Background: an optimization exercise with open tools, aiming at small area. Do not read the settings as production practice.
In this exercise RTL edits were held to simulation tests only and were not proved equivalent to the original.
Power and IR drop assume default switching activity.

$ cat design/flow/flow/run.sh
#!/bin/bash
# The standard ORFS layout with three changes:
#  - synthesis maps logic with an area-oriented ABC script (flow/area.abc);
#  - ports are buffered with the smallest buffer;
#  - clock tree synthesis uses small clock buffers and no dummy loads.
set -euo pipefail
export AREA_ABC_SCRIPT=$PWD/flow/area.abc
bash standard.sh \
  "SYNTH_SCRIPT=$PWD/flow/synth.tcl" \
  "BUFFER_PORTS_ARGS=-buffer_cell sky130_fd_sc_hd__buf_1" \
  "CTS_ARGS=-sink_clustering_enable -repair_clock_nets -dont_use_dummy_load -buf_list sky130_fd_sc_hd__clkbuf_8 -sink_clustering_size 20 -sink_clustering_max_diameter 50" \
  finish > layout.log 2>&1
$ cat design/flow/flow/area.abc
strash
dc2
dc2
dch -f
amap
topo
$ cat design/flow/flow/synth.tcl
# synth_recipe.tcl with one change: ABC maps the combinational logic with
# the area-oriented script in area.abc (flip-flops are mapped before ABC
# runs and keep their names and cell types).
proc synth {args} { yosys synth -nofsm -noshare {*}$args }
proc abc {args} {
  set i [lsearch -exact $args -script]
  if { $i >= 0 } { lset args [expr {$i + 1}] $::env(AREA_ABC_SCRIPT) }
  yosys abc {*}$args
}
source $::env(SCRIPTS_DIR)/synth.tcl
# left out here: clear keep_hierarchy, flatten, clean up, hide names made inside functions, write 1_2_yosys.v
$ cat design/flow/standard.sh
#!/bin/bash
# synth_recipe.tcl (not shown) runs the flow's synth.tcl, then flattens the netlist and writes it again
# the make line also repeats each setting of config.mk as NAME=value (left out here)
make -C /OpenROAD-flow-scripts/flow DESIGN_CONFIG=/design/flow/config.mk WORK_HOME=/design/flow/orfs CLKGATE_MAP_FILE= SYNTH_SCRIPT=/design/flow/synth_recipe.tcl "${@:-finish}"
$ cat design/flow/config.mk
export PLATFORM = sky130hd
export DESIGN_NAME = wb_subsystem_top
export DESIGN_NICKNAME = wb_subsystem_top
export VERILOG_FILES = /design/flow/design.v
export SDC_FILE = /design/flow/constraint.sdc
export NUM_CORES = 4
export LEC_CHECK = 0
export CAP_MARGIN = 0
export CORE_MARGIN = 2
export CORE_UTILIZATION = 75
export SLEW_MARGIN = 0
$ cat design/flow/constraint.sdc
create_clock -name core_clock -period 6.0 [get_ports {wb_clk_i}]
set_input_delay 1.2000 -clock core_clock [delete_from_list [all_inputs] [get_ports {wb_clk_i}]]
set_output_delay 1.2000 -clock core_clock [all_outputs]
set_load 0.01 [all_outputs]
$ cat design/flow/design.v
`timescale 1ns/1ps
package wb_mux_pkg;
    typedef logic [31:0] wb_addr_t;
    typedef logic [31:0] wb_data_t;
    typedef logic [15:0] reg_offset_t;
    typedef logic [7:0] team_sel_t;
    typedef logic [16-1:0] gpio_vec_t;
    typedef enum logic {
        BUS_IDLE = 1'b0,
        BUS_ACK  = 1'b1
    } bus_state_t;
endpackage
`timescale 1ns/1ps
`timescale 1ns/1ps
`timescale 1ns/1ps
`timescale 1ns/1ps
`timescale 1ns/1ps
module wb_subsystem_top (
    input  logic                  wb_clk_i,
    input  logic                  rst_n_i,
    input  logic                  wbs_stb_i,
    input  logic                  wbs_we_i,
    input  wb_mux_pkg::wb_addr_t  wbs_adr_i,
    input  wb_mux_pkg::wb_data_t  wbs_dat_i,
    output logic                  wbs_ack_o,
    output wb_mux_pkg::wb_data_t  wbs_dat_o,
    input  wb_mux_pkg::wb_data_t  la_data_i,
    output wb_mux_pkg::wb_data_t  la_data_o,
    output wb_mux_pkg::wb_data_t  la_oen_o,
    input  wb_mux_pkg::gpio_vec_t gpio_in_i,
    output wb_mux_pkg::gpio_vec_t gpio_out_o,
    output wb_mux_pkg::gpio_vec_t gpio_oe_o
);
    logic [7:0]  team_sel;
    logic        in_designs, in_la, in_gpio;
    logic [4:1]  in_team;
    logic        mapped;
    logic        ofs_z, ofs0, ofs4, ofs8;
    assign team_sel   = wbs_adr_i[23:16];
    assign in_designs = (wbs_adr_i[31:24] == 8'h30);
    assign in_la      = (wbs_adr_i[31:16] == 16'h3100);
    assign in_gpio    = (wbs_adr_i[31:16] == 16'h3200);
    assign in_team[1] = in_designs && team_sel == 8'd1;
    assign in_team[2] = in_designs && team_sel == 8'd2;
    assign in_team[3] = in_designs && team_sel == 8'd3;
    assign in_team[4] = in_designs && team_sel == 8'd4;
    assign mapped     = in_la | in_gpio | (|in_team);
    assign ofs_z = (wbs_adr_i[15:4] == 12'h000) && (wbs_adr_i[1:0] == 2'b00);
    assign ofs0  = ofs_z && (wbs_adr_i[3:2] == 2'b00);
    assign ofs4  = ofs_z && (wbs_adr_i[3:2] == 2'b01);
    assign ofs8  = ofs_z && (wbs_adr_i[3:2] == 2'b10);
    logic        r_team, r_la, r_gpio;
    logic [1:0]  slot;
    logic [3:0]  slot_hit;    
    assign r_team = ~wbs_adr_i[25] & ~wbs_adr_i[24];
    assign r_la   = wbs_adr_i[24];
    assign r_gpio = wbs_adr_i[25];
    assign slot   = wbs_adr_i[17:16];
    assign slot_hit[0] = (slot == 2'd0);
    assign slot_hit[1] = (slot == 2'd1);
    assign slot_hit[2] = (slot == 2'd2);
    assign slot_hit[3] = (slot == 2'd3);
    logic ack_q;
    logic access;
    assign access = wbs_stb_i & mapped & ~ack_q;
    always_ff @(posedge wb_clk_i or negedge rst_n_i) begin
        if (!rst_n_i) ack_q <= 1'b0;
        else          ack_q <= access;
    end
    assign wbs_ack_o = ack_q;
    logic wr;
    assign wr = access & wbs_we_i;
    logic [31:0] la_data_q, la_oen_q;
    always_ff @(posedge wb_clk_i or negedge rst_n_i) begin
        if (!rst_n_i) begin
            la_data_q <= '0;
            la_oen_q  <= '0;
        end else begin
            if (wr && r_la && ofs0) la_data_q <= wbs_dat_i;
            if (wr && r_la && ofs4) la_oen_q  <= wbs_dat_i;
        end
    end
    assign la_data_o = la_data_q;
    assign la_oen_o  = la_oen_q;
    logic [15:0] gpio_out_q, gpio_oe_q;
    logic [15:0] gpio_meta_q, gpio_sync_q;
    logic [1:0]  sync_live_q;    
    always_ff @(posedge wb_clk_i or negedge rst_n_i) begin
        if (!rst_n_i) begin
            gpio_out_q <= '0;
            gpio_oe_q  <= '0;
        end else begin
            if (wr && r_gpio && ofs0) gpio_out_q <= wbs_dat_i[15:0];
            if (wr && r_gpio && ofs4) gpio_oe_q  <= wbs_dat_i[15:0];
        end
    end
    always_ff @(posedge wb_clk_i) begin
        gpio_meta_q <= gpio_in_i;
        gpio_sync_q <= gpio_meta_q;
    end
    always_ff @(posedge wb_clk_i or negedge rst_n_i) begin
        if (!rst_n_i) sync_live_q <= 2'b00;
        else          sync_live_q <= {sync_live_q[0], 1'b1};
    end
    assign gpio_out_o = gpio_out_q;
    assign gpio_oe_o  = gpio_oe_q;
    logic [31:0] scratch_q [4];
    logic [31:0] count_q   [4];
    logic [3:0]  scratch_live_q, count_live_q;
    logic [3:0]  scr_rd, cnt_rd;
    logic [31:0] scratch_sel, count_sel, count_next;
    for (genvar i = 0; i < 4; i++) begin : g_sel
        assign scr_rd[i] = slot_hit[i] & scratch_live_q[i];
        assign cnt_rd[i] = slot_hit[i] & count_live_q[i];
    end
    always_comb begin
        scratch_sel = '0;
        count_sel   = '0;
        for (int i = 0; i < 4; i++) begin
            scratch_sel = scratch_sel | (scratch_q[i] & {32{scr_rd[i]}});
            count_sel   = count_sel   | (count_q[i]   & {32{cnt_rd[i]}});
        end
    end
    logic [7:0]  grp_ones;
    logic [7:0]  grp_cin;
    logic [31:0] inc_carry, count_inc;
    for (genvar g = 0; g < 8; g++) begin : g_grp
        assign grp_ones[g] = &count_sel[4*g +: 4];
        if (g == 0) begin : g_first
            assign grp_cin[g] = 1'b1;
        end else begin : g_rest
            assign grp_cin[g] = &grp_ones[g-1:0];
        end
        for (genvar b = 0; b < 4; b++) begin : g_bit
            if (b == 0) begin : g_b0
                assign inc_carry[4*g+b] = grp_cin[g];
            end else begin : g_bn
                assign inc_carry[4*g+b] = grp_cin[g] & (&count_sel[4*g +: b]);
            end
        end
    end
    assign count_inc  = count_sel ^ inc_carry;
    assign count_next = (wbs_we_i && ofs8) ? wbs_dat_i : count_inc;
    for (genvar i = 0; i < 4; i++) begin : g_team
        logic hit;
        assign hit = access & r_team & slot_hit[i];
        always_ff @(posedge wb_clk_i) begin
            if (hit && wbs_we_i && ofs0) scratch_q[i] <= wbs_dat_i;
            if (hit)                     count_q[i]   <= count_next;
        end
        always_ff @(posedge wb_clk_i or negedge rst_n_i) begin
            if (!rst_n_i) begin
                scratch_live_q[i] <= 1'b0;
                count_live_q[i]   <= 1'b0;
            end else begin
                if (hit && wbs_we_i && ofs0) scratch_live_q[i] <= 1'b1;
                if (hit)                     count_live_q[i]   <= 1'b1;
            end
        end
    end
    logic [31:0] rd_word, rd_q;
    logic [31:0] team_id;
    assign team_id = {29'd0, slot_hit[0], slot[1], slot[0]};
    logic [3:0] sel_scr;
    logic       sel_cnt, sel_id, sel_lad, sel_lao, sel_lai, sel_go, sel_goe, sel_gi;
    for (genvar i = 0; i < 4; i++) begin : g_rsel
        assign sel_scr[i] = r_team & ofs0 & scr_rd[i];
    end
    assign sel_cnt = r_team & ofs8;
    assign sel_id  = r_team & ofs4;
    assign sel_lad = r_la & ofs0;
    assign sel_lao = r_la & ofs4;
    assign sel_lai = r_la & ofs8;
    assign sel_go  = r_gpio & ofs0;
    assign sel_goe = r_gpio & ofs4;
    assign sel_gi  = r_gpio & ofs8 & sync_live_q[1];
    always_comb begin
        rd_word = (count_sel & {32{sel_cnt}})
                | (team_id   & {32{sel_id}})
                | (la_data_q & {32{sel_lad}})
                | (la_oen_q  & {32{sel_lao}})
                | (la_data_i & {32{sel_lai}})
                | ({16'd0, gpio_out_q}  & {32{sel_go}})
                | ({16'd0, gpio_oe_q}   & {32{sel_goe}})
                | ({16'd0, gpio_sync_q} & {32{sel_gi}});
        for (int i = 0; i < 4; i++)
            rd_word = rd_word | (scratch_q[i] & {32{sel_scr[i]}});
    end
    always_ff @(posedge wb_clk_i) begin
        rd_q <= rd_word;
    end
    assign wbs_dat_o = rd_q;
endmodule
==> impl_metrics.tcl, run 1 <==
set metrics [dict create \
    fin_skew_ns 0.0622 \
    ys_seq_elements 427 \
    start_util_pct 76.7 \
    ys_warn_count 3 \
    yosysSeqAreaShare_pct 74.8 \
    place_congestion 0.947 \
    cpPeakStageDelay_ns 0.37 \
    port_buffers 244 \
    yosys-top-cells-count "256 x edfxtp_1, 107 x dfrtp_1, 98 x nand2_1, 98 x o22a_1, 80 x a222oi_1" \
    status "timing/DRC/antenna clean" \
    holdWs_ns 0.328 \
    ant_nets 0 \
    async_flop_share_pct 25.1 \
    die_y_microns 148 \
    syn_inst 1008 \
    synthDistinctLibCells 33 \
    htreeDepth 2 \
    grt_max_degree 56 \
    drtPass1Iterations 10 \
    core_area_sq_um 20300 \
    worst-slew-pin-transition_ns 1.29 \
    synth_nets 1133 \
    p_per_area_nw_per_um2 256 \
    dieArea_sq_um 21900 \
    max-clock-path-buffers 3 \
    vias 11600 \
    power_w 0.00454 \
    min_path_type "flop to flop" \
    synth_ff_type "edfxtp_1" \
    post-place-ws_ns -0.127 \
    min_period_ns 5.58 \
    wirelength_microns 44000 \
    crit_fanout 6 \
    syn_to_final_growth_pct 14.0 \
    cts_buffers 34 \
    syn-cell-area_sq_um 15600 \
    finish.net_count 1459 \
    dp.final_hpwl_microns 27800 \
    routedWlPerCell_microns 27.5 \
    synth_top_area_share_pct 49.4 \
    diodes 0 \
    clock_sinks 427 \
    crit_arrival_ns 5.87 \
    io-pin-count 245 \
    antenna_found_initial 0 \
    worst_slack_ns 0.418 \
    hold_viol 0 \
    vdd_drop_max_v 0.000249 \
    rows 52 \
    relSlewSlack_pct 13.8 \
    grt.total_usage_pct 40.3 \
    overflow 0 \
    die_x_microns 148 \
    slowest_stage "o21ai_0" \
    syn_area_per_cell_sq_um 15.5 \
    r2r_setup_slack_ns 0.97 \
    ys_top_cells_by_area "edfxtp_1 49%, dfrtp_1 17%, dfxtp_1 8.2%" \
    tns_ns 0 \
    grt_first_pass_wirelength_microns 65500 \
    drive_gt1_share_pct 7.88 \
    cts_tree "built" \
    drv_cap 0 \
    drc_errors 0 \
    hold_buffers 0 \
    clkTransAtPathRegs_ns 0.11 \
    fmax_mhz 179 \
    post-route-util_pct 87.5 \
    crit_type "input pin to flop" \
    slew_violations 0 \
    grt_pass1_vias 11500 \
    cp_common_cell "nand2_1" \
    cp-start-kind "input pin" \
    worstSkewPairLatency_ns 0.56 \
    leakage_nw 6.61 \
    cts-root-buf "clkbuf_8" \
    setup_viol_count_final 0 \
    critPathRequiredTime_ns 6.29 \
    via_per_inst 7.23 \
    endpoint_kind "flop" \
    fin_crit_sh_pct 93.0 \
    synth_largest_area_cell "edfxtp_1" \
    synth_enable_flop_cells 256 \
    first_iter_violations 1792 \
    synth.most_common_cell "edfxtp_1" \
]
what timing repair did:
| item | in CTS | in global routing |
|---|---|---|
| endpoints found under the setup margin | 0 | 12 |
| resized for setup | 0 | 6 |
| buffers inserted | 0 | 0 |
state kept, by name, summed over array words and instances, names as in the netlist, 16 cells and up:
name / count
count_q: 128
scratch_q: 128
la_data_q: 32
la_oen_q: 32
rd_q: 32
gpio_meta_q: 16
gpio_oe_q: 16
gpio_out_q: 16
gpio_sync_q: 16
stage by stage:
step,std cells,instance area [sq um]
global placement,1568,17300
floorplan,1008,15600
global route,1602,17800
detailed placement,1568,17300
finish,1602,17800
CTS,1602,17700
routing by layer:
metal	part of all wire, %	wire (microns)	track usage [%]
met1	33	14600	51.9
met2	49	21500	66.5
met3	13	5850	10.1
met4	4.8	2100	17.6
met5	0	0	0
power by group:
part	internal [W]	switching (W)	total, W
clock	0.000511	0.000829	0.00134
combinational	0.0000242	0.0000630	0.0000871
sequential	0.00311	0.00000447	0.00311
total	0.00364	0.000897	0.00454
layout by cell type, fill, tap and decap left out, types with 6 or more instances in the layout:
cell type	Yosys	final
o21ai_0	19	19
a22o_1	19	19
buf_1	0	243
o22a_1	98	98
and3_1	11	9
edfxtp_1	256	256
o2111ai_1	29	29
buf_4	0	44
a22oi_1	32	32
dfrtp_1	107	107
clkbuf_8	0	34
nor2_1	42	30
ha_1	9	9
o21a_1	6	6
nand2_1	98	98
clkinv_1	54	54
a221oi_1	13	13
dfxtp_1	64	64
a21oi_1	25	25
or2_0	10	10
a222oi_1	80	80
nor2_2	0	8
critical path: cells and delay by family:
| family | cells | cell delay, ns |
|---|---|---|
| compound gates | 4 | 0.76 |
| fa+ha+maj | 2 | 0.38 |
| simple gates | 20 | 3.28 |
| buf+inv | 2 | 0.27 |
area by class of cell:
| class | instances | area [sq um] |
|---|---|---|
| Sequential cell | 427 | 11600 |
| Inverter | 54 | 203 |
| Timing Repair Buffer | 290 | 1270 |
| Multi-Input combinational cell | 527 | 3830 |
| Fill cell | 943 | 2540 |
| Clock buffer | 34 | 468 |
| Tap cell | 270 | 338 |
cells by family after synthesis:
kind of cell               Yosys count  share of synthesized area (%)
DFF                                427                           74.8
AOI/OAI and AO/OA                  329                           17.8
and+or+nand+nor                    188                           5.37
buffers and inverters               54                           1.30
adders and majority gates            9                          0.723
other                                1                         0.0241
path summary, 6_finish.rpt:
path | cells past startpoint | endpoint | from
max | 28 | count_q[2][29] | wbs_adr_i[17]
min | 0 | gpio_sync_q[13] | gpio_meta_q[13]
max reg2reg | 27 | count_q[2][29] | count_live_q[2]
min reg2reg | 0 | gpio_sync_q[13] | gpio_meta_q[13]
max in group asynchronous | 2 | la_oen_q[2] | rst_n_i
min in group asynchronous | 1 | la_oen_q[30] | rst_n_i
==> run 2: changes to the inputs <==
--- a/design/flow/flow/run.sh
+++ b/design/flow/flow/run.sh
@@ -9,4 +9,4 @@
   "SYNTH_SCRIPT=$PWD/flow/synth.tcl" \
   "BUFFER_PORTS_ARGS=-buffer_cell sky130_fd_sc_hd__buf_1" \
-  "CTS_ARGS=-sink_clustering_enable -repair_clock_nets -dont_use_dummy_load -buf_list sky130_fd_sc_hd__clkbuf_8 -sink_clustering_size 20 -sink_clustering_max_diameter 50" \
+  "CTS_ARGS=-sink_clustering_enable -repair_clock_nets -dont_use_dummy_load -buf_list sky130_fd_sc_hd__clkbuf_16 -sink_clustering_size 30 -sink_clustering_max_diameter 70" \
   finish > layout.log 2>&1
--- a/design/flow/config.mk
+++ b/design/flow/config.mk
@@ -8,4 +8,4 @@
 export CAP_MARGIN = 0
 export CORE_MARGIN = 2
-export CORE_UTILIZATION = 75
+export CORE_UTILIZATION = 65
 export SLEW_MARGIN = 0
==> impl_metrics.tcl, run 2 <==
set metrics [dict create \
    r2r_setup_slack_ns 1.04 \
    power_w 0.00455 \
    postCtsSetupRepairBufs 0 \
    status "timing/DRC/antenna clean" \
    ys_seq_elements 427 \
    synth_largest_area_cell "edfxtp_1" \
    grt_first_pass_wirelength_microns 62900 \
    synth_enable_flop_cells 256 \
    final_cell_mix "256 x edfxtp_1, 243 x buf_1, 107 x dfrtp_1" \
    ant_nets 0 \
    slowest_stage "and3_1" \
    fin_crit_sh_pct 92.2 \
    grt_use_met1_pct 44.3 \
    diodes 0 \
    port_buffers 244 \
    place_congestion 0.895 \
    critPathRequiredTime_ns 6.26 \
    syn-cell-area_sq_um 15600 \
    min_path_type "flop to flop" \
    fin_cells 1634 \
    start_util_pct 66.4 \
    finish.net_count 1442 \
    routedWlPerCell_microns 25.4 \
    antenna_found_initial 0 \
    ys_warn_count 3 \
    max-clock-path-buffers 3 \
    rsz0062_at_grt "false" \
    async_flop_share_pct 25.1 \
    grt_use_met3_pct 7.63 \
    clkTransAtPathRegs_ns 0.11 \
    rows 56 \
    grt.total_usage_pct 32.8 \
    cpPeakStageDelay_ns 0.28 \
    worstSkewPairLatency_ns 0.54 \
    first_iter_violations 1426 \
    setup_viol_count_final 0 \
    holdWs_ns 0.333 \
    p_per_area_nw_per_um2 256 \
    cp-start-kind "input pin" \
    die_x_microns 159 \
    synth_nets 1133 \
    ys_top_cells_by_area "edfxtp_1 49%, dfrtp_1 17%, dfxtp_1 8.2%" \
    nFillCells 1536 \
    place_area_sq_um 17300 \
    synth.most_common_cell "edfxtp_1" \
    largestRegisters "count_q (128), scratch_q (128)" \
    htreeDepth 1 \
    vias 10900 \
    synthDistinctLibCells 33 \
    syn_inst 1008 \
    cts_tree "built" \
    dp.cells 1616 \
    cts_buffers 18 \
    overflow 0 \
    grt_max_degree 62 \
    grt_pass1_vias 11000 \
    crit_fanout 14 \
    hold_buffers 0 \
    synth_ff_type "edfxtp_1" \
    syn_to_final_growth_pct 14.2 \
    min_period_ns 5.53 \
    clock_sinks 427 \
    dp.final_hpwl_microns 26800 \
    busiest_layer "met2" \
    crit_arrival_ns 5.79 \
    fin_skew_ns 0.0563 \
    gr-usage-met2_pct 53.5 \
    tns_ns 0 \
    die_y_microns 159 \
    yosys-top-cells-count "256 x edfxtp_1, 107 x dfrtp_1, 98 x nand2_1, 98 x o22a_1, 80 x a222oi_1" \
    endpoint_kind "flop" \
    drive_gt1_share_pct 6.54 \
    synth_top_area_share_pct 49.4 \
    wirelength_microns 41500 \
    io-pin-count 245 \
    slew_violations 0 \
    vdd_drop_max_v 0.000236 \
    fmax_mhz 181 \
    via_per_inst 6.69 \
    drv_cap 0 \
    hold_viol 0 \
    core_area_sq_um 23500 \
    worst-slew-pin-transition_ns 1.18 \
    dieArea_sq_um 25200 \
    final_area_sq_um 17800 \
    cts-root-buf "clkbuf_16" \
    drc_errors 0 \
    yosysSeqAreaShare_pct 74.8 \
    drtPass1Iterations 6 \
    relSlewSlack_pct 21.3 \
    leakage_nw 6.58 \
    syn_area_per_cell_sq_um 15.5 \
    crit_type "input pin to flop" \
    final_common_cell "edfxtp_1" \
]
## run 2: cell counts after synthesis
Identical to the previous run, type by type.
## run 2: final cells by class
| class | count | area (sq um) | share of cell area (%) |
|---|---|---|---|
| Inverter | 54 | 203 | 1.14 |
| Multi-Input combinational cell | 527 | 3830 | 21.5 |
| Clock buffer | 18 | 450 | 2.53 |
| Timing Repair Buffer | 289 | 1260 | 7.11 |
| Sequential cell | 427 | 11600 | 65.5 |
| Tap cell | 319 | 399 | 2.24 |
## run 2: cells by family (layout without fill, tap and decap cells)
logic type                 Yosys count  count (layout)  share of synthesized area (%)
adders and majority gates            9               9                          0.723
and+or+nand+nor                    188             188                           5.37
buffers and inverters               54             361                           1.30
DFF                                427             427                           74.8
AOI/OAI and AO/OA                  329             329                           17.8
other                                1               1                         0.0241
## run 2: where the power goes
group / leakage, nW / switching, W / internal, W / total (W)
clock network: 0.222 / 0.000809 / 0.000544 / 0.00135
registers: 4.57 / 0.00000335 / 0.00311 / 0.00311
logic: 1.78 / 0.0000614 / 0.0000242 / 0.0000856
## run 2: what timing repair did
| item | in CTS | in global routing |
|---|---|---|
| gates resized for setup | 0 | 5 |
| hold endpoints to repair | 0 | 0 |
| setup endpoints to repair | 0 | 12 |
## run 2: final timing paths
kind	from	to	cells past startpoint
max	wbs_adr_i[16]	count_q[2][31]	30
max in group asynchronous	rst_n_i	gpio_out_q[14]	2
max reg2reg	count_live_q[0]	count_q[2][31]	29
min	gpio_meta_q[8]	gpio_sync_q[8]	0
min in group asynchronous	rst_n_i	la_oen_q[31]	1
min reg2reg	gpio_meta_q[8]	gpio_sync_q[8]	0
## run 2: worst max-delay path, delay by kind of cell
kind            cells  cell delay [ns]
simple gates       22             3.45
compound gates      5             0.62
buf+inv             3             0.51
## run 2: per-layer routing
metal | share of wire, % | wire length (microns)
met5 | 0 | 0
met4 | 2.7 | 1110
met3 | 11 | 4570
met2 | 48 | 20100
met1 | 38 | 15700
## run 2: metrics by stage
step / setup slack [ns] / util [%]
after floorplan: 0.165 / -
after global placement: 0.227 / 73.8
after detailed placement: -0.150 / 73.8
after CTS: 0.364 / 75.7
after global routing: 0.00290 / 75.8
final: 0.470 / 75.8
==> run 3: changes to the inputs <==
--- a/design/flow/flow/run.sh
+++ b/design/flow/flow/run.sh
@@ -9,4 +9,4 @@
   "SYNTH_SCRIPT=$PWD/flow/synth.tcl" \
   "BUFFER_PORTS_ARGS=-buffer_cell sky130_fd_sc_hd__buf_1" \
-  "CTS_ARGS=-sink_clustering_enable -repair_clock_nets -dont_use_dummy_load -buf_list sky130_fd_sc_hd__clkbuf_16 -sink_clustering_size 30 -sink_clustering_max_diameter 70" \
+  "CTS_ARGS=-sink_clustering_enable -repair_clock_nets -dont_use_dummy_load -buf_list sky130_fd_sc_hd__clkbuf_16 -sink_clustering_size 35 -sink_clustering_max_diameter 70" \
   finish > layout.log 2>&1
==> impl_metrics.tcl, run 3 <==
set metrics [dict create \
    final_common_cell "edfxtp_1" \
    synth_nets 1133 \
    muxShareOfSynthArea_pct 0 \
    grt_first_pass_wirelength_microns 62900 \
    cp-start-kind "input pin" \
    fmax_mhz 180 \
    crit_arrival_ns 5.84 \
    largestRegisters "count_q (128), scratch_q (128)" \
    dieArea_sq_um 25200 \
    synthAdderAreaFrac_pct 0.723 \
    min_period_ns 5.57 \
    synth_ff_type "edfxtp_1" \
    busiest_layer "met2" \
    fin_skew_ns 0.0354 \
    ys_seq_elements 427 \
    htreeDepth 1 \
    rows 56 \
    first_iter_violations 1479 \
    io-pin-count 245 \
    yosys.area_share.simple_pct 5.37 \
    worst-slew-pin-transition_ns 1.19 \
    critPathRequiredTime_ns 6.27 \
    drc_errors 0 \
    worstSkewPairLatency_ns 0.53 \
    crit_type "input pin to flop" \
    drtPass1Iterations 8 \
    syn_inst 1008 \
    drive_gt1_share_pct 6.54 \
    synthDistinctLibCells 33 \
    synthXorXnorAreaFrac_pct 0 \
    synth_top_area_share_pct 49.4 \
    cts_buffers 18 \
    grt_max_degree 62 \
    grt_use_met1_pct 44.6 \
    finish.net_count 1442 \
    routedWlPerCell_microns 25.4 \
    clkTransAtPathRegs_ns 0.12 \
    synth.most_common_cell "edfxtp_1" \
    ys_warn_count 3 \
    grt_pass1_vias 11000 \
    grt.total_usage_pct 32.9 \
    die_x_microns 159 \
    clock_sinks 427 \
    via_per_inst 6.66 \
    dp.final_hpwl_microns 26800 \
    final_cell_mix "256 x edfxtp_1, 243 x buf_1, 107 x dfrtp_1" \
    post-place-ws_ns -0.150 \
    min_path_type "flop to flop" \
    place_congestion 0.895 \
    port_buffers 244 \
    synth_compound_area_share_pct 17.8 \
    syn-cell-area_sq_um 15600 \
    max-clock-path-buffers 3 \
    power_w 0.00455 \
    cts_tree "built" \
    endpoint_kind "flop" \
    leakage_nw 6.58 \
    gr-usage-met2_pct 53.4 \
    rsz0062_at_grt "false" \
    setup_viol_count_final 0 \
    slowest_stage "and3_1" \
    vdd_drop_max_v 0.000254 \
    hold_viol 0 \
    async_flop_share_pct 25.1 \
    relSlewSlack_pct 20.3 \
    syn_area_per_cell_sq_um 15.5 \
    core_area_sq_um 23500 \
    drv_cap 0 \
    cts-root-buf "clkbuf_16" \
    fin_crit_sh_pct 92.8 \
    hold_buffers 0 \
    synth_top_family_by_area "compound AO/OA/AOI/OAI gates" \
    ys_top_cells_by_area "edfxtp_1 49%, dfrtp_1 17%, dfxtp_1 8.2%" \
    syn_to_final_growth_pct 14.2 \
    diodes 0 \
    p_per_area_nw_per_um2 256 \
    antenna_found_initial 0 \
    synth_enable_flop_cells 256 \
    start_util_pct 66.4 \
    grt_use_met3_pct 7.18 \
    overflow 0 \
    worst_slack_ns 0.430 \
    slew_violations 0 \
    synth_largest_area_cell "edfxtp_1" \
    die_y_microns 159 \
    cpPeakStageDelay_ns 0.30 \
    vias 10900 \
    wirelength_microns 41600 \
    yosys-top-cells-count "256 x edfxtp_1, 107 x dfrtp_1, 98 x nand2_1, 98 x o22a_1, 80 x a222oi_1" \
    yosysSeqAreaShare_pct 74.8 \
    crit_fanout 14 \
    ant_nets 0 \
    status "timing/DRC/antenna clean" \
]
run 3: cell counts in the layout (fill, tap and decap cells not counted):
No cell type changed its count.
run 3: worst max-delay path, delay by kind of cell:
family	cells	cell delay, ns
AO/OA/AOI/OAI	5	0.62
buffers and inverters	3	0.52
AND/OR/NAND/NOR	22	3.48
run 3: area by class of cell:
type	count	area (sq um)
fill	1536	5680
multi-input combinational	527	3830
sequential	427	11600
timing repair buffer	289	1260
tap	319	399
clock buffer	18	450
inverter	54	203
run 3: where the power goes:
group | leakage (nW) | switching [W] | internal [W]
clock | 0.222 | 0.000810 | 0.000544
sequential | 4.57 | 0.00000339 | 0.00311
combinational | 1.78 | 0.0000614 | 0.0000242
run 3: stage by stage:
step / std cells / instance area, sq um / setup TNS [ns] / util, % / hold WS, ns
floorplan: 1008 / 15600 / 0 / - / 0.310
global placement: 1616 / 17300 / 0 / 73.8 / 0.310
detailed placement: 1616 / 17300 / -1.11 / 73.8 / 0.312
CTS: 1634 / 17800 / 0 / 75.7 / 0.314
global route: 1634 / 17800 / 0 / 75.8 / 0.309
finish: 1634 / 17800 / 0 / 75.8 / 0.307
run 3: per-layer routing:
metal	share of wire, %	up-vias
li1	-	4754
met1	38	5384
met2	48	656
met3	11	84
met4	2.8	0
met5	0	-
run 3: path summary, 6_finish.rpt:
path | slack, ns | end | startpoint | cells past startpoint
hold reg to reg | 0.31 | gpio_sync_q[9] | gpio_meta_q[9] | 0
setup / recovery | 0.43 | count_q[3][31] | wbs_adr_i[16] | 30
min in group asynchronous | 0.76 | la_oen_q[31] | rst_n_i | 1
hold / removal | 0.31 | gpio_sync_q[9] | gpio_meta_q[9] | 0
max in group asynchronous | 4.03 | la_data_q[15] | rst_n_i | 2
setup reg to reg | 1.02 | count_q[3][31] | count_live_q[1] | 29
run 3: kinds of logic (layout without fill, tap and decap cells):
group                      Yosys count  in the layout
adders and majority gates            9              9
other                                1              1
AOI/OAI and AO/OA                  329            329
buffers and inverters               54            361
DFF                                427            427
and+or+nand+nor                    188            188
run 3: timing repair:
item,4_1_cts,5_1_grt
resized for setup,0,5
endpoints found under the setup margin,0,12
setup buffers,0,0
endpoints found under the hold margin,0,0
==> run 4: changes to the inputs <==
==> design/flow/flow/run.sh (replaced) <==
#!/bin/bash
# The standard ORFS layout (standard.sh) with these changes:
#  - synthesis maps the logic with the area-oriented ABC script in
#    flow/area.abc (flow/synth.tcl; flip-flops are mapped before ABC runs,
#    so their names and cell types are the standard synthesis's);
#  - ports are buffered with the smallest buffer, buf_1;
#  - data buffers larger than buf_2 are not used;
#  - clock tree synthesis uses clkbuf_16 buffers in clusters of up to 30
#    sinks and inserts no dummy loads.
# The whole make output goes to layout.log; ORFS keeps each step's log
# under orfs/logs/.
set -euo pipefail
export AREA_ABC_SCRIPT=$PWD/flow/area.abc
# The platform's config.mk appends its own list to this one
export DONT_USE_CELLS="sky130_fd_sc_hd__buf_4 sky130_fd_sc_hd__buf_6 sky130_fd_sc_hd__buf_8 sky130_fd_sc_hd__buf_12 sky130_fd_sc_hd__buf_16 sky130_fd_sc_hd__bufbuf_8 sky130_fd_sc_hd__bufbuf_16"
bash standard.sh \
  "SYNTH_SCRIPT=$PWD/flow/synth.tcl" \
  "BUFFER_PORTS_ARGS=-buffer_cell sky130_fd_sc_hd__buf_1" \
  "CTS_ARGS=-sink_clustering_enable -repair_clock_nets -dont_use_dummy_load -buf_list sky130_fd_sc_hd__clkbuf_16 -sink_clustering_size 30 -sink_clustering_max_diameter 70" \
  finish > layout.log 2>&1
==> impl_metrics.tcl, run 4 <==
set metrics [dict create \
    status "timing/DRC/antenna clean" \
    fin_skew_ns 0.0563 \
    grt_pass1_vias 11000 \
    dp.final_hpwl_microns 26800 \
    ys_top_cells_by_area "edfxtp_1 49%, dfrtp_1 17%, dfxtp_1 8.2%" \
    drtPass1Iterations 6 \
    ys_seq_elements 427 \
    critPathRequiredTime_ns 6.26 \
    post-place-ws_ns -0.150 \
    vias 10900 \
    routedWlPerCell_microns 25.4 \
    synth_enable_flop_cells 256 \
    vdd_drop_max_v 0.000236 \
    power_w 0.00455 \
    endpoint_kind "flop" \
    syn_to_final_growth_pct 14.2 \
    syn_area_per_cell_sq_um 15.5 \
    via_per_inst 6.69 \
    synth_top_area_share_pct 49.4 \
    worst-slew-pin-transition_ns 1.18 \
    fin_crit_sh_pct 92.2 \
    setup_viol_count_final 0 \
    first_iter_violations 1426 \
    final_cell_mix "256 x edfxtp_1, 243 x buf_1, 107 x dfrtp_1" \
    finish.net_count 1442 \
    yosysSeqAreaShare_pct 74.8 \
    diodes 0 \
    place_congestion 0.895 \
    largestRegisters "count_q (128), scratch_q (128)" \
    postCtsSetupRepairBufs 0 \
    overflow 0 \
    min_period_ns 5.53 \
    nFillCells 1536 \
    worst_slack_ns 0.470 \
    rsz0062_at_grt "false" \
    synth_nets 1133 \
    antenna_found_initial 0 \
    clkTransAtPathRegs_ns 0.11 \
    start_util_pct 66.4 \
    async_flop_share_pct 25.1 \
    ant_nets 0 \
    cpPeakStageDelay_ns 0.28 \
    cts-root-buf "clkbuf_16" \
    post-route-util_pct 75.8 \
    multi_input_area_sq_um 3830 \
    die_y_microns 159 \
    crit_arrival_ns 5.79 \
    grt.total_usage_pct 32.8 \
    ys_warn_count 3 \
    relSlewSlack_pct 21.3 \
    min_path_type "flop to flop" \
    syn-cell-area_sq_um 15600 \
    synthDistinctLibCells 33 \
    rows 56 \
    max-clock-path-buffers 3 \
    io-pin-count 245 \
    worstSkewPairLatency_ns 0.54 \
    holdWs_ns 0.333 \
    grt_first_pass_wirelength_microns 62900 \
    cts_tree "built" \
    port_buffers 244 \
    yosys-top-cells-count "256 x edfxtp_1, 107 x dfrtp_1, 98 x nand2_1, 98 x o22a_1, 80 x a222oi_1" \
    synth_ff_type "edfxtp_1" \
    htreeDepth 1 \
    cts_buffers 18 \
    hold_viol 0 \
    clock_sinks 427 \
    die_x_microns 159 \
    core_area_sq_um 23500 \
    dieArea_sq_um 25200 \
    final_common_cell "edfxtp_1" \
    crit_type "input pin to flop" \
    synth_largest_area_cell "edfxtp_1" \
    cp-start-kind "input pin" \
    drv_cap 0 \
    slew_violations 0 \
    seqCellArea_sq_um 11600 \
    drive_gt1_share_pct 6.54 \
    grt_max_degree 62 \
    p_per_area_nw_per_um2 256 \
    slowest_stage "and3_1" \
    syn_inst 1008 \
    fmax_mhz 181 \
    drc_errors 0 \
    wirelength_microns 41500 \
    crit_fanout 14 \
    leakage_nw 6.58 \
    synth.most_common_cell "edfxtp_1" \
]
[run 4: critical path: cells and delay by family]
family | cells | cell delay (ns)
AOI/OAI and AO/OA | 5 | 0.62
buffers and inverters | 3 | 0.51
and+or+nand+nor | 22 | 3.45
[run 4: layout make-up]
class / instances / share of cell area (%)
flip-flops and latches: 427 / 65.5
well taps: 319 / 2.24
multi-input cells: 527 / 21.5
repair buffers: 289 / 7.11
clock buffers: 18 / 2.53
inverters: 54 / 1.14
[run 4: final timing paths]
path / startpoint / to / slack, ns / cells after the start
worst min register to register: gpio_meta_q[8] / gpio_sync_q[8] / 0.33 / 0
worst max-delay path: wbs_adr_i[16] / count_q[2][31] / 0.47 / 30
max in group asynchronous: rst_n_i / gpio_out_q[14] / 4.06 / 2
worst min-delay path: gpio_meta_q[8] / gpio_sync_q[8] / 0.33 / 0
worst max register to register: count_live_q[0] / count_q[2][31] / 1.04 / 29
min in group asynchronous: rst_n_i / la_oen_q[31] / 0.78 / 1
[run 4: routing by layer]
| layer | vias to the layer above | global-route usage [%] | share of wire, % | wire (microns) |
|---|---|---|---|---|
| li1 | 4764 | - | - | - |
| met1 | 5396 | 44.3 | 38 | 15700 |
| met2 | 687 | 53.5 | 48 | 20100 |
| met3 | 79 | 7.63 | 11 | 4570 |
| met4 | 0 | 11.1 | 2.7 | 1110 |
| met5 | - | 0 | 0 | 0 |
[run 4: kinds of logic (layout without fill, tap and decap cells)]
kind of cell               after synthesis  after routing  synth area share (%)
DFF                                    427            427                  74.8
adders and majority gates                9              9                 0.723
buffers and inverters                   54            361                  1.30
and+or+nand+nor                        188            188                  5.37
AOI/OAI and AO/OA                      329            329                  17.8
other                                    1              1                0.0241
[run 4: report_power, final]
part | leakage [nW] | internal [W] | total [W] | switching (W)
sequential | 4.57 | 0.00311 | 0.00311 | 0.00000335
clock | 0.222 | 0.000544 | 0.00135 | 0.000809
combinational | 1.78 | 0.0000242 | 0.0000856 | 0.0000614
[run 4: per-stage QoR]
step	cells	area, sq um	setup TNS (ns)
finish	1634	17800	0
global route	1634	17800	0
CTS	1634	17800	0
detailed placement	1616	17300	-1.11
global placement	1616	17300	0
floorplan	1008	15600	0
[run 4: repair_timing]
| action | CTS | global route |
|---|---|---|
| setup endpoints to repair | 0 | 12 |
| gates resized for setup | 0 | 5 |
| hold buffers | 0 | 0 |
==> run 5: changes to the inputs <==
--- a/design/flow/flow/run.sh
+++ b/design/flow/flow/run.sh
@@ -5,5 +5,4 @@
 #    so their names and cell types are the standard synthesis's);
 #  - ports are buffered with the smallest buffer, buf_1;
-#  - data buffers larger than buf_2 are not used;
 #  - clock tree synthesis uses clkbuf_16 buffers in clusters of up to 30
 #    sinks and inserts no dummy loads.
@@ -12,6 +11,4 @@
 set -euo pipefail
 export AREA_ABC_SCRIPT=$PWD/flow/area.abc
-# The platform's config.mk appends its own list to this one
-export DONT_USE_CELLS="sky130_fd_sc_hd__buf_4 sky130_fd_sc_hd__buf_6 sky130_fd_sc_hd__buf_8 sky130_fd_sc_hd__buf_12 sky130_fd_sc_hd__buf_16 sky130_fd_sc_hd__bufbuf_8 sky130_fd_sc_hd__bufbuf_16"
 bash standard.sh \
   "SYNTH_SCRIPT=$PWD/flow/synth.tcl" \
--- a/design/flow/config.mk
+++ b/design/flow/config.mk
@@ -9,3 +9,4 @@
 export CORE_MARGIN = 2
 export CORE_UTILIZATION = 65
+export PLACE_DENSITY = 0.85
 export SLEW_MARGIN = 0
==> impl_metrics.tcl, run 5 <==
set metrics [dict create \
    cts-root-buf "clkbuf_16" \
    rr_endpoint "count_q[2][31]" \
    hold_end "gpio_sync_q[2]" \
    leakage_nw 6.62 \
    sw_frac_of_total_pct 19.2 \
    syn-cell-area_sq_um 15600 \
    drv_cap 0 \
    power_frac_clock_pct 29.7 \
    hold_path_depth 0 \
    rsz0062_at_grt "false" \
    wirelength_microns 42600 \
    muxShareOfSynthArea_pct 0 \
    htreeDepth 1 \
    drc_errors 0 \
    synth_top_family_by_area "compound AO/OA/AOI/OAI gates" \
    fin_crit_sh_pct 92.3 \
    postCtsSetupRepairBufs 0 \
    seq_power_share_pct 68.4 \
    hold_start "gpio_meta_q[2]" \
    crit_arrival_ns 5.81 \
    min_path_type "flop to flop" \
    yosysSeqAreaShare_pct 74.8 \
    slew_violations 0 \
    drtPass1Iterations 10 \
    finish.net_count 1451 \
    max-clock-path-buffers 3 \
    synth_top_area_share_pct 49.4 \
    final_common_cell "edfxtp_1" \
    cpPeakStageDelay_ns 0.24 \
    worstSkewPairLatency_ns 0.52 \
    largestRegisters "count_q (128), scratch_q (128)" \
    grt_max_degree 63 \
    syn_inst 1008 \
    dp.final_hpwl_microns 27800 \
    cts_resized 0 \
    r2r_cells 29 \
    drive_gt1_share_pct 7.48 \
    synth.most_common_cell "edfxtp_1" \
    yosys-top-cells-count "256 x edfxtp_1, 107 x dfrtp_1, 98 x nand2_1, 98 x o22a_1, 80 x a222oi_1" \
    antenna_found_initial 1 \
    crit_fanout 15 \
    clkTransAtPathRegs_ns 0.10 \
    clock_sinks 427 \
    synth_enable_flop_cells 256 \
    slowest_stage "buf_4" \
    crit_type "input pin to flop" \
    core_area_sq_um 23500 \
    first_iter_violations 1906 \
    hold_viol 0 \
    intPower_w 0.00367 \
    fmax_mhz 181 \
    via_per_inst 6.85 \
    ys_seq_elements 427 \
    relSlewSlack_pct 21.6 \
    timing.rr.start "count_live_q[0]" \
    die_y_microns 159 \
    synthDistinctLibCells 33 \
    fin_cells 1644 \
    synth_compound_area_share_pct 17.8 \
    rows 56 \
    vias 11300 \
    critPathTopFamily "simple AND/OR/NAND/NOR gates" \
    grt_first_pass_wirelength_microns 64600 \
    yosys.area_share.simple_pct 5.37 \
    min_period_ns 5.54 \
    cp-start-kind "input pin" \
    io-pin-count 245 \
    ant_nets 0 \
    cts_tree "built" \
    synth_largest_area_cell "edfxtp_1" \
    status "timing/DRC/antenna clean" \
    dp.cells 1625 \
    cts_buffers 18 \
    syn_area_per_cell_sq_um 15.5 \
    routedWlPerCell_microns 25.9 \
    r2r_setup_slack_ns 0.99 \
    p_per_area_nw_per_um2 255 \
    fin_skew_ns 0.0302 \
    hold_buffers 0 \
    overflow 0 \
    critPathRequiredTime_ns 6.27 \
    synthAdderAreaFrac_pct 0.723 \
    ys_top_cells_by_area "edfxtp_1 49%, dfrtp_1 17%, dfxtp_1 8.2%" \
    synth_ff_type "edfxtp_1" \
    final_cell_mix "256 x edfxtp_1, 243 x buf_1, 107 x dfrtp_1" \
    p_comb_share_pct 1.9 \
    post-route-util_pct 76.1 \
    port_buffers 244 \
    synth_nets 1133 \
    endpoint_kind "flop" \
    synthXorXnorAreaFrac_pct 0 \
    grt_pass1_vias 11100 \
    setup_viol_count_final 0 \
    crit_buf_inv 4 \
    place_congestion 0.889 \
    grt.total_usage_pct 33.5 \
    async_flop_share_pct 25.1 \
    ys_warn_count 3 \
    worst-slew-pin-transition_ns 1.18 \
    die_x_microns 159 \
    power_switching_w 0.000873 \
    start_util_pct 66.4 \
    vdd_drop_max_v 0.000218 \
    dieArea_sq_um 25200 \
    syn_to_final_growth_pct 14.7 \
]
==> run 5: cell counts after synthesis <==
Identical to the previous run, type by type.
==> run 5: metrics by stage <==
stage	power [W]	setup TNS [ns]	setup slack, ns	cell area [sq um]	hold WS [ns]
2_1_floorplan	0.00318	0	0.165	15600	0.310
3_3_place_gp	0.00326	0	0.187	17400	0.311
3_5_place_dp	0.00326	-1.10	-0.127	17400	0.312
4_1_cts	0.00455	0	0.393	17800	0.337
5_1_grt	0.00465	0	0.0201	17900	0.342
6_report	0.00455	0	0.460	17900	0.336
==> run 5: layer usage <==
layer / global-route usage (%) / up-vias / routed length, microns
met5: 0 / - / 0
met4: 14.7 / 0 / 2060
met3: 7.13 / 134 / 5050
met2: 55.4 / 854 / 20800
met1: 43.4 / 5496 / 14700
li1: - / 4775 / -
==> run 5: worst register-to-register path: cells and delay by family (launching register included) <==
family | cells | cell delay (ns)
DFF | 1 | 0.36
and+or+nand+nor | 22 | 3.39
buffers and inverters | 2 | 0.31
AOI/OAI and AO/OA | 5 | 0.69
==> run 5: cells by family (layout without fill, tap and decap cells) <==
logic type / after synthesis / count (layout)
fa+ha+maj: 9 / 9
simple gates: 188 / 188
buf+inv: 54 / 370
flops: 427 / 427
other cells: 1 / 2
compound gates: 329 / 329
==> run 5: power groups by stage <==
stage          sequential [W]  clock [W]  combinational [W]
2_1_floorplan         0.00317          0         0.00000879
5_1_grt               0.00311    0.00144          0.0000961
3_5_place_dp          0.00317          0          0.0000864
3_3_place_gp          0.00317          0          0.0000840
6_report              0.00311    0.00135          0.0000872
4_1_cts               0.00311    0.00135          0.0000870
==> run 5: layout make-up <==
class,instances,area (sq um)
diodes,1,2.50
fillers,1412,5610
well taps,319,399
repair buffers,298,1330
inverters,54,203
clock buffers,18,450
multi-input cells,527,3830
flip-flops and latches,427,11600
==> run 5: how the worst max path moves through the flow <==
stage	start	endpoint	slack, ns	depth (start not counted)
after CTS	wbs_adr_i[17]	count_q[3][31]	0.39	31
final	wbs_adr_i[16]	count_q[2][31]	0.46	31
after detailed placement	wbs_adr_i[17]	count_q[1][31]	-0.13	31
after global placement	wbs_adr_i[16]	count_q[1][31]	0.19	30
after global routing	wbs_adr_i[17]	count_q[3][31]	0.02	30
after floorplan	wbs_adr_i[6]	la_data_q[0]	0.17	8
==> run 6: changes to the inputs <==
--- a/design/flow/config.mk
+++ b/design/flow/config.mk
@@ -8,5 +8,4 @@
 export CAP_MARGIN = 0
 export CORE_MARGIN = 2
-export CORE_UTILIZATION = 65
-export PLACE_DENSITY = 0.85
+export CORE_UTILIZATION = 70
 export SLEW_MARGIN = 0
==> impl_metrics.tcl, run 6 <==
set metrics [dict create \
    post-route-util_pct 81.6 \
    cp_common_cell "nand2_1" \
    routedWlPerCell_microns 26.5 \
    die_x_microns 153 \
    rsz0062_at_grt "false" \
    critPathRequiredTime_ns 6.27 \
    crit_fanout 14 \
    drc_errors 0 \
    worst-slew-pin-transition_ns 1.06 \
    crit_arrival_ns 5.78 \
    synth_enable_flop_cells 256 \
    postCtsSetupRepairBufs 0 \
    crit_type "input pin to flop" \
    dieArea_sq_um 23500 \
    synth.most_common_cell "edfxtp_1" \
    min_period_ns 5.51 \
    ys_top_cells_by_area "edfxtp_1 49%, dfrtp_1 17%, dfxtp_1 8.2%" \
    syn-cell-area_sq_um 15600 \
    fin_skew_ns 0.0434 \
    leakage_nw 6.63 \
    via_per_inst 7.03 \
    min_path_type "flop to flop" \
    fin_crit_sh_pct 91.9 \
    vias 11300 \
    rows 54 \
    syn_to_final_growth_pct 14.3 \
    drive_gt1_share_pct 7.25 \
    synth_ff_type "edfxtp_1" \
    cts_resized 0 \
    start_util_pct 71.4 \
    die_y_microns 153 \
    clock_sinks 427 \
    drtPass1Iterations 9 \
    dp.cells 1587 \
    cpPeakStageDelay_ns 0.29 \
    synth_top_area_share_pct 49.4 \
    synth_largest_area_cell "edfxtp_1" \
    cts_buffers 18 \
    syn_area_per_cell_sq_um 15.5 \
    htreeDepth 1 \
    cts-root-buf "clkbuf_16" \
    relSlewSlack_pct 29.0 \
    intPower_w 0.00367 \
    largestRegisters "count_q (128), scratch_q (128)" \
    first_iter_violations 1624 \
    clkTransAtPathRegs_ns 0.10 \
    worst_slack_ns 0.489 \
    antenna_found_initial 0 \
    final_common_cell "edfxtp_1" \
    syn_inst 1008 \
    port_buffers 244 \
    async_flop_share_pct 25.1 \
    yosysSeqAreaShare_pct 74.8 \
    ant_nets 0 \
    finish.net_count 1452 \
    hold_buffers 0 \
    slowest_stage "and3_2" \
    yosys-top-cells-count "256 x edfxtp_1, 107 x dfrtp_1, 98 x nand2_1, 98 x o22a_1, 80 x a222oi_1" \
    power_w 0.00455 \
    cts_tree "built" \
    post-place-ws_ns -0.0878 \
    synth_nets 1133 \
    drv_cap 0 \
    cp-start-kind "input pin" \
    grt_max_degree 56 \
    endpoint_kind "flop" \
    tns_ns 0 \
    worstSkewPairLatency_ns 0.53 \
    fmax_mhz 181 \
    status "timing/DRC/antenna clean" \
    grt.total_usage_pct 36.1 \
    core_area_sq_um 21800 \
    hold_viol 0 \
    dp.final_hpwl_microns 27600 \
    vdd_drop_max_v 0.000260 \
    synthDistinctLibCells 33 \
    sw_frac_of_total_pct 19.3 \
    max-clock-path-buffers 3 \
    seq_power_share_pct 68.3 \
    final_cell_mix "256 x edfxtp_1, 243 x buf_1, 107 x dfrtp_1" \
    fin_cells 1605 \
    wirelength_microns 42500 \
    io-pin-count 245 \
    grt_pass1_vias 11200 \
    power_switching_w 0.000879 \
    overflow 0 \
    ys_warn_count 3 \
    grt_first_pass_wirelength_microns 64500 \
    diodes 0 \
    power_frac_clock_pct 29.8 \
    ys_seq_elements 427 \
    place_congestion 0.910 \
    setup_viol_count_final 0 \
    p_comb_share_pct 1.9 \
    slew_violations 0 \
    p_per_area_nw_per_um2 256 \
]
-- run 6: cell types whose count changed in the layout (fill, tap and decap cells not counted), sizes merged --
cell	delta
buf	+1
diode	-1
-- run 6: path summary, 6_finish.rpt --
| kind | startpoint | endpoint | slack [ns] | cells after the start |
|---|---|---|---|---|
| max in group asynchronous | rst_n_i | la_oen_q[4] | 3.94 | 2 |
| hold / removal | gpio_meta_q[3] | gpio_sync_q[3] | 0.33 | 0 |
| hold reg to reg | gpio_meta_q[3] | gpio_sync_q[3] | 0.33 | 0 |
| min in group asynchronous | rst_n_i | la_oen_q[31] | 0.78 | 1 |
| setup reg to reg | count_live_q[0] | count_q[0][31] | 1.02 | 29 |
| setup / recovery | wbs_adr_i[16] | count_q[0][31] | 0.49 | 30 |
-- run 6: layout make-up --
class | count | area (sq um)
Fill cell | 1251 | 4010
Clock buffer | 18 | 450
Inverter | 54 | 203
Multi-Input combinational cell | 527 | 3830
Sequential cell | 427 | 11600
Tap cell | 280 | 350
Timing Repair Buffer | 299 | 1330
-- run 6: cell families after synthesis --
family,share of synthesized area (%)
adders and majority gates,0.723
and+or+nand+nor,5.37
AOI/OAI and AO/OA,17.8
DFF,74.8
buffers and inverters,1.30
other,0.0241
-- run 6: metal layers --
metal | routed length, microns | vias up | share of wire (%) | GRT usage (%)
li1 | - | 4790 | - | -
met1 | 15100 | 5561 | 36 | 48.6
met2 | 21100 | 843 | 50 | 60.6
met3 | 5100 | 88 | 12 | 7.31
met4 | 1180 | 0 | 2.8 | 11.1
met5 | 0 | - | 0 | 0
-- run 6: power groups by stage --
| stage | combinational (W) | sequential, W | clock [W] |
|---|---|---|---|
| floorplan | 0.00000879 | 0.00317 | 0 |
| global placement | 0.0000842 | 0.00317 | 0 |
| detailed placement | 0.0000854 | 0.00317 | 0 |
| CTS | 0.0000856 | 0.00311 | 0.00136 |
| global route | 0.0000952 | 0.00311 | 0.00145 |
| finish | 0.0000867 | 0.00311 | 0.00136 |
-- run 6: through the flow --
| step | hold slack (ns) | area (sq um) |
|---|---|---|
| 2_1_floorplan | 0.310 | 15600 |
| 3_3_place_gp | 0.311 | 17400 |
| 3_5_place_dp | 0.314 | 17400 |
| 4_1_cts | 0.326 | 17800 |
| 5_1_grt | 0.327 | 17800 |
| 6_report | 0.332 | 17800 |
-- run 6: worst max-delay path: cells and delay by family --
| family | cells | cell delay (ns) |
|---|---|---|
| simple gates | 22 | 3.41 |
| compound gates | 5 | 0.66 |
| buf+inv | 3 | 0.50 |
==> run 7: changes to the inputs <==
--- a/design/flow/config.mk
+++ b/design/flow/config.mk
@@ -8,4 +8,4 @@
 export CAP_MARGIN = 0
 export CORE_MARGIN = 2
-export CORE_UTILIZATION = 70
+export CORE_UTILIZATION = 65
 export SLEW_MARGIN = 0
==> impl_metrics.tcl, run 7 <==
set metrics [dict create \
    routedWlPerCell_microns 25.4 \
    r2r_setup_slack_ns 1.04 \
    ys_seq_elements 427 \
    vdd_drop_max_v 0.000236 \
    nFillCells 1536 \
    grt.total_usage_pct 32.8 \
    relSlewSlack_pct 21.3 \
    worst-slew-pin-transition_ns 1.18 \
    fin_skew_ns 0.0563 \
    ys_warn_count 3 \
    crit_fanout 14 \
    cts_resized 0 \
    wirelength_microns 41500 \
    min_path_type "flop to flop" \
    diodes 0 \
    endpoint_kind "flop" \
    worstSkewPairLatency_ns 0.54 \
    drc_errors 0 \
    p_per_area_nw_per_um2 256 \
    final_area_sq_um 17800 \
    start_util_pct 66.4 \
    htreeDepth 1 \
    yosys-top-cells-count "256 x edfxtp_1, 107 x dfrtp_1, 98 x nand2_1, 98 x o22a_1, 80 x a222oi_1" \
    rsz0062_at_grt "false" \
    drtPass1Iterations 6 \
    clock_sinks 427 \
    fin_crit_sh_pct 92.2 \
    place_area_sq_um 17300 \
    first_iter_violations 1426 \
    fin_cells 1634 \
    final_cell_mix "256 x edfxtp_1, 243 x buf_1, 107 x dfrtp_1" \
    crit_arrival_ns 5.79 \
    cts_tree "built" \
    seqCellArea_sq_um 11600 \
    clkTransAtPathRegs_ns 0.11 \
    cpPeakStageDelay_ns 0.28 \
    rows 56 \
    synth.most_common_cell "edfxtp_1" \
    synth_enable_flop_cells 256 \
    yosysSeqAreaShare_pct 74.8 \
    cts-root-buf "clkbuf_16" \
    hold_viol 0 \
    fmax_mhz 181 \
    syn-cell-area_sq_um 15600 \
    ant_nets 0 \
    place_congestion 0.895 \
    max-clock-path-buffers 3 \
    postCtsSetupRepairBufs 0 \
    worst_slack_ns 0.470 \
    overflow 0 \
    core_area_sq_um 23500 \
    dp.cells 1616 \
    synth_ff_type "edfxtp_1" \
    slew_violations 0 \
    status "timing/DRC/antenna clean" \
    synthDistinctLibCells 33 \
    setup_viol_count_final 0 \
    slowest_stage "and3_1" \
    hold_buffers 0 \
    port_buffers 244 \
    async_flop_share_pct 25.1 \
    synth_nets 1133 \
    via_per_inst 6.69 \
    syn_area_per_cell_sq_um 15.5 \
    min_period_ns 5.53 \
    synth_top_area_share_pct 49.4 \
    grt_first_pass_wirelength_microns 62900 \
    drive_gt1_share_pct 6.54 \
    synth_largest_area_cell "edfxtp_1" \
    syn_to_final_growth_pct 14.2 \
    multi_input_area_sq_um 3830 \
    leakage_nw 6.58 \
    dp.final_hpwl_microns 26800 \
    vias 10900 \
    critPathRequiredTime_ns 6.26 \
    finish.net_count 1442 \
    cp-start-kind "input pin" \
    post-place-ws_ns -0.150 \
    die_y_microns 159 \
    final_common_cell "edfxtp_1" \
    grt_max_degree 62 \
    grt_pass1_vias 11000 \
    dieArea_sq_um 25200 \
    drv_cap 0 \
    ys_top_cells_by_area "edfxtp_1 49%, dfrtp_1 17%, dfxtp_1 8.2%" \
    largestRegisters "count_q (128), scratch_q (128)" \
    crit_type "input pin to flop" \
    die_x_microns 159 \
    io-pin-count 245 \
    cts_buffers 18 \
    antenna_found_initial 0 \
    syn_inst 1008 \
]
-- run 7: where the power goes --
part	internal (W)	switching [W]
combinational	0.0000242	0.0000614
clock	0.000544	0.000809
sequential	0.00311	0.00000335
total	0.00367	0.000874
-- run 7: per-stage QoR --
| step | setup TNS [ns] | power (W) | util [%] | hold slack [ns] |
|---|---|---|---|---|
| floorplan | 0 | 0.00318 | - | 0.310 |
| global placement | 0 | 0.00326 | 73.8 | 0.310 |
| detailed placement | -1.11 | 0.00326 | 73.8 | 0.312 |
| CTS | 0 | 0.00456 | 75.7 | 0.334 |
| global route | 0 | 0.00467 | 75.8 | 0.343 |
| finish | 0 | 0.00455 | 75.8 | 0.333 |
-- run 7: final timing paths --
| kind | to | from | depth (start not counted) |
|---|---|---|---|
| setup reg to reg | count_q[2][31] | count_live_q[0] | 29 |
| max in group asynchronous | gpio_out_q[14] | rst_n_i | 2 |
| hold reg to reg | gpio_sync_q[8] | gpio_meta_q[8] | 0 |
| hold / removal | gpio_sync_q[8] | gpio_meta_q[8] | 0 |
| min in group asynchronous | la_oen_q[31] | rst_n_i | 1 |
| setup / recovery | count_q[2][31] | wbs_adr_i[16] | 30 |
-- run 7: per-layer routing --
metal | track usage (%) | wire length, microns
met1 | 44.3 | 15700
met2 | 53.5 | 20100
met3 | 7.63 | 4570
met4 | 11.1 | 1110
met5 | 0 | 0
-- run 7: worst max-delay path: cells and delay by family --
kind            cells  cell delay [ns]
compound gates      5             0.62
simple gates       22             3.45
buf+inv             3             0.51
-- run 7: kinds of logic after synthesis --
| group | share of synthesized area, % |
|---|---|
| adder cells (fa/ha/maj) | 0.723 |
| AO/OA/AOI/OAI | 17.8 |
| AND/OR/NAND/NOR | 5.37 |
| flip-flops | 74.8 |
| buffers and inverters | 1.30 |
| other | 0.0241 |
-- run 7: layout make-up --
| class | instances | share of cell area (%) |
|---|---|---|
| clock buffers | 18 | 2.53 |
| multi-input cells | 527 | 21.5 |
| well taps | 319 | 2.24 |
| inverters | 54 | 1.14 |
| repair buffers | 289 | 7.11 |
| flip-flops and latches | 427 | 65.5 |
==> run 8: changes to the inputs <==
==> design/flow/flow/run.sh (replaced) <==
#!/bin/bash
# The standard ORFS layout (standard.sh) with these changes:
#  - synthesis maps the logic with the area-oriented ABC script in
#    flow/area.abc (flow/synth.tcl; flip-flops are mapped before ABC runs,
#    so their names and cell types are the standard synthesis's);
#  - ports are buffered with the smallest buffer, buf_1;
#  - clock tree synthesis uses clkbuf_16 buffers in clusters of up to 36
#    sinks and inserts no dummy loads.
# The whole make output goes to layout.log; ORFS keeps each step's log
# under orfs/logs/.
set -euo pipefail
export AREA_ABC_SCRIPT=$PWD/flow/area.abc
bash standard.sh \
  "SYNTH_SCRIPT=$PWD/flow/synth.tcl" \
  "BUFFER_PORTS_ARGS=-buffer_cell sky130_fd_sc_hd__buf_1" \
  "CTS_ARGS=-sink_clustering_enable -repair_clock_nets -dont_use_dummy_load -buf_list sky130_fd_sc_hd__clkbuf_16 -sink_clustering_size 36 -sink_clustering_max_diameter 55" \
  finish > layout.log 2>&1
==> impl_metrics.tcl, run 8 <==
set metrics [dict create \
    status "timing/DRC/antenna clean" \
    port_buffers 244 \
    fmax_mhz 180 \
    hold_buffers 0 \
    final_common_cell "edfxtp_1" \
    vdd_drop_max_v 0.000208 \
    fin_cells 1647 \
    dp.cells 1616 \
    fin_crit_sh_pct 92.8 \
    crit_buf_inv 3 \
    tns_ns 0 \
    finish.net_count 1455 \
    synth_nets 1133 \
    worst-slew-pin-transition_ns 1.19 \
    drtPass1Iterations 6 \
    slew_violations 0 \
    final_cell_mix "256 x edfxtp_1, 243 x buf_1, 107 x dfrtp_1" \
    die_x_microns 159 \
    synth_ff_type "edfxtp_1" \
    diodes 0 \
    io-pin-count 245 \
    crit_fanout 15 \
    crit_arrival_ns 5.86 \
    leakage_nw 6.74 \
    max-clock-path-buffers 3 \
    cts_tree "built" \
    crit_path_end "count_q[0][31]" \
    syn_area_per_cell_sq_um 15.5 \
    wirelength_microns 41900 \
    hold_viol 0 \
    routedWlPerCell_microns 25.4 \
    ys_warn_count 3 \
    min_period_ns 5.57 \
    grt.total_usage_pct 33.2 \
    synthDistinctLibCells 33 \
    clkTransAtPathRegs_ns 0.08 \
    relSlewSlack_pct 20.4 \
    hold_start "gpio_meta_q[3]" \
    cts_buffers 31 \
    via_per_inst 6.72 \
    syn_inst 1008 \
    timing.rr.start "count_live_q[3]" \
    grt_max_degree 62 \
    crit_type "input pin to flop" \
    crit_cells 30 \
    cp-start-kind "input pin" \
    rows 56 \
    drv_cap 0 \
    die_y_microns 159 \
    cts-root-buf "clkbuf_16" \
    synth_largest_area_cell "edfxtp_1" \
    dieArea_sq_um 25200 \
    syn_to_final_growth_pct 16.3 \
    yosys-top-cells-count "256 x edfxtp_1, 107 x dfrtp_1, 98 x nand2_1, 98 x o22a_1, 80 x a222oi_1" \
    ant_nets 0 \
    final_area_sq_um 18100 \
    synth.most_common_cell "edfxtp_1" \
    fin_skew_ns 0.0565 \
    min_path_type "flop to flop" \
    largestRegisters "count_q (128), scratch_q (128)" \
    startpoint "wbs_adr_i[16]" \
    antenna_found_initial 0 \
    first_iter_violations 1408 \
    r2r_setup_slack_ns 0.95 \
    rr_endpoint "count_q[0][31]" \
    vias 11100 \
    overflow 0 \
    ys_top_cells_by_area "edfxtp_1 49%, dfrtp_1 17%, dfxtp_1 8.2%" \
    htreeDepth 1 \
    drc_errors 0 \
    synth_enable_flop_cells 256 \
    worstSkewPairLatency_ns 0.59 \
    start_util_pct 66.4 \
    critPathRequiredTime_ns 6.29 \
    setup_viol_count_final 0 \
    yosysSeqAreaShare_pct 74.8 \
    dp.final_hpwl_microns 26800 \
    clock_sinks 427 \
    place_area_sq_um 17300 \
    grt_pass1_vias 11200 \
    p_per_area_nw_per_um2 275 \
    nFillCells 1501 \
    place_congestion 0.895 \
    synth_top_area_share_pct 49.4 \
    rsz0062_at_grt "false" \
    r2r_cells 29 \
    core_area_sq_um 23500 \
    endpoint_kind "flop" \
    drive_gt1_share_pct 7.45 \
    slowest_stage "and3_1" \
    grt_first_pass_wirelength_microns 63800 \
    ys_seq_elements 427 \
    critPathTopFamily "simple AND/OR/NAND/NOR gates" \
    cpPeakStageDelay_ns 0.26 \
    syn-cell-area_sq_um 15600 \
    async_flop_share_pct 25.1 \
]
## run 8: stage by stage
stage	power [W]	hold slack, ns	utilization [%]	worst slack, ns
2_1_floorplan	0.00318	0.310	-	0.165
3_3_place_gp	0.00326	0.310	73.8	0.227
3_5_place_dp	0.00326	0.312	73.8	-0.150
4_1_cts	0.00500	0.322	77.1	0.423
5_1_grt	0.00513	0.322	77.1	0.0138
6_report	0.00499	0.318	77.1	0.433
## run 8: worst min path at each step
stage | endpoint | slack [ns] | depth (start not counted)
2_1_floorplan | gpio_sync_q[0] | 0.31 | 0
3_3_place_gp | gpio_sync_q[0] | 0.31 | 0
3_5_place_dp | gpio_sync_q[5] | 0.31 | 0
4_1_cts | gpio_sync_q[3] | 0.32 | 0
5_1_grt | gpio_sync_q[3] | 0.32 | 0
6_report | gpio_sync_q[3] | 0.32 | 0
## run 8: logic make-up after synthesis
| logic type | synth area share, % |
|---|---|
| adders and majority gates | 0.723 |
| buffers and inverters | 1.30 |
| and+or+nand+nor | 5.37 |
| DFF | 74.8 |
| other | 0.0241 |
| AOI/OAI and AO/OA | 17.8 |
## run 8: final cells by class
type / instances / area, sq um / share of cell area (%)
clock buffers: 31 / 776 / 4.28
flip-flops and latches: 427 / 11600 / 64.3
inverters: 54 / 203 / 1.12
well taps: 319 / 399 / 2.20
repair buffers: 289 / 1260 / 6.94
multi-input cells: 527 / 3830 / 21.1
## run 8: metal layers
| metal | share of wire (%) | wire length, microns | vias to the layer above | global-route usage, % |
|---|---|---|---|---|
| li1 | - | - | 4796 | - |
| met1 | 38 | 15900 | 5443 | 44.6 |
| met2 | 48 | 20100 | 724 | 53.6 |
| met3 | 11 | 4640 | 97 | 8.07 |
| met4 | 2.9 | 1230 | 0 | 12.2 |
| met5 | 0 | 0 | - | 0 |
## run 8: timing repair
item,in CTS,in global routing
buffers inserted,0,0
resized for setup,0,3
endpoints found under the setup margin,0,11
## run 8: power by group
part	switching (W)	internal, W	total (W)
clock network	0.000885	0.000904	0.00179
logic	0.0000614	0.0000242	0.0000856
registers	0.00000339	0.00311	0.00311
total	0.000950	0.00404	0.00499

-- afterwards: timing with drivers on the ports --
The results above use ideal ports. As a check the final layouts listed here were re-extracted and re-timed, cells and wires unchanged.
Step 1: set_driving_cell puts a clkbuf_16 on wb_clk_i and a buf_2 on each other input, an assumption about the parent block.
Step 2 adds t to the input delays and takes it off the output delays; t is the mean of the earliest and latest rising clock arrival at the registers after step 1. Input paths then give back, and output paths get back, about the clock's delay inside the block.
Three values: ideal ports, drivers, drivers and shift; two values: the first two.
| run | t (ns) | setup slack, ns | worst setup path at the end | clock arrival spread, ns | pins driven straight from the clock port |
|---|---|---|---|---|---|
| run 1 | 0.569 | 0.418 / 0.435 / -0.134 | input to register | 0.062 / 0.062 | 1 |
| run 2 | 0.557 | 0.470 / 0.497 / -0.060 | input to register | 0.058 / 0.058 | 1 |
| run 3 | 0.565 | 0.430 / 0.458 / -0.106 | input to register | 0.037 / 0.037 | 1 |
| run 4 | 0.557 | 0.470 / 0.497 / -0.060 | input to register | 0.058 / 0.058 | 1 |
| run 5 | 0.555 | 0.460 / 0.485 / -0.071 | input to register | 0.035 / 0.035 | 1 |
| run 6 | 0.564 | 0.489 / 0.518 / -0.045 | input to register | 0.045 / 0.045 | 1 |
| run 7 | 0.557 | 0.470 / 0.497 / -0.060 | input to register | 0.058 / 0.058 | 1 |
| run 8 | 0.607 | 0.433 / 0.460 / -0.148 | input to register | 0.056 / 0.057 | 1 |
With both steps, setup timing fails in every run listed, where it was met with ideal ports. The setup slack of run 8, which loses most, moves by +0.027 ns with the drivers and by -0.581 ns with both steps.
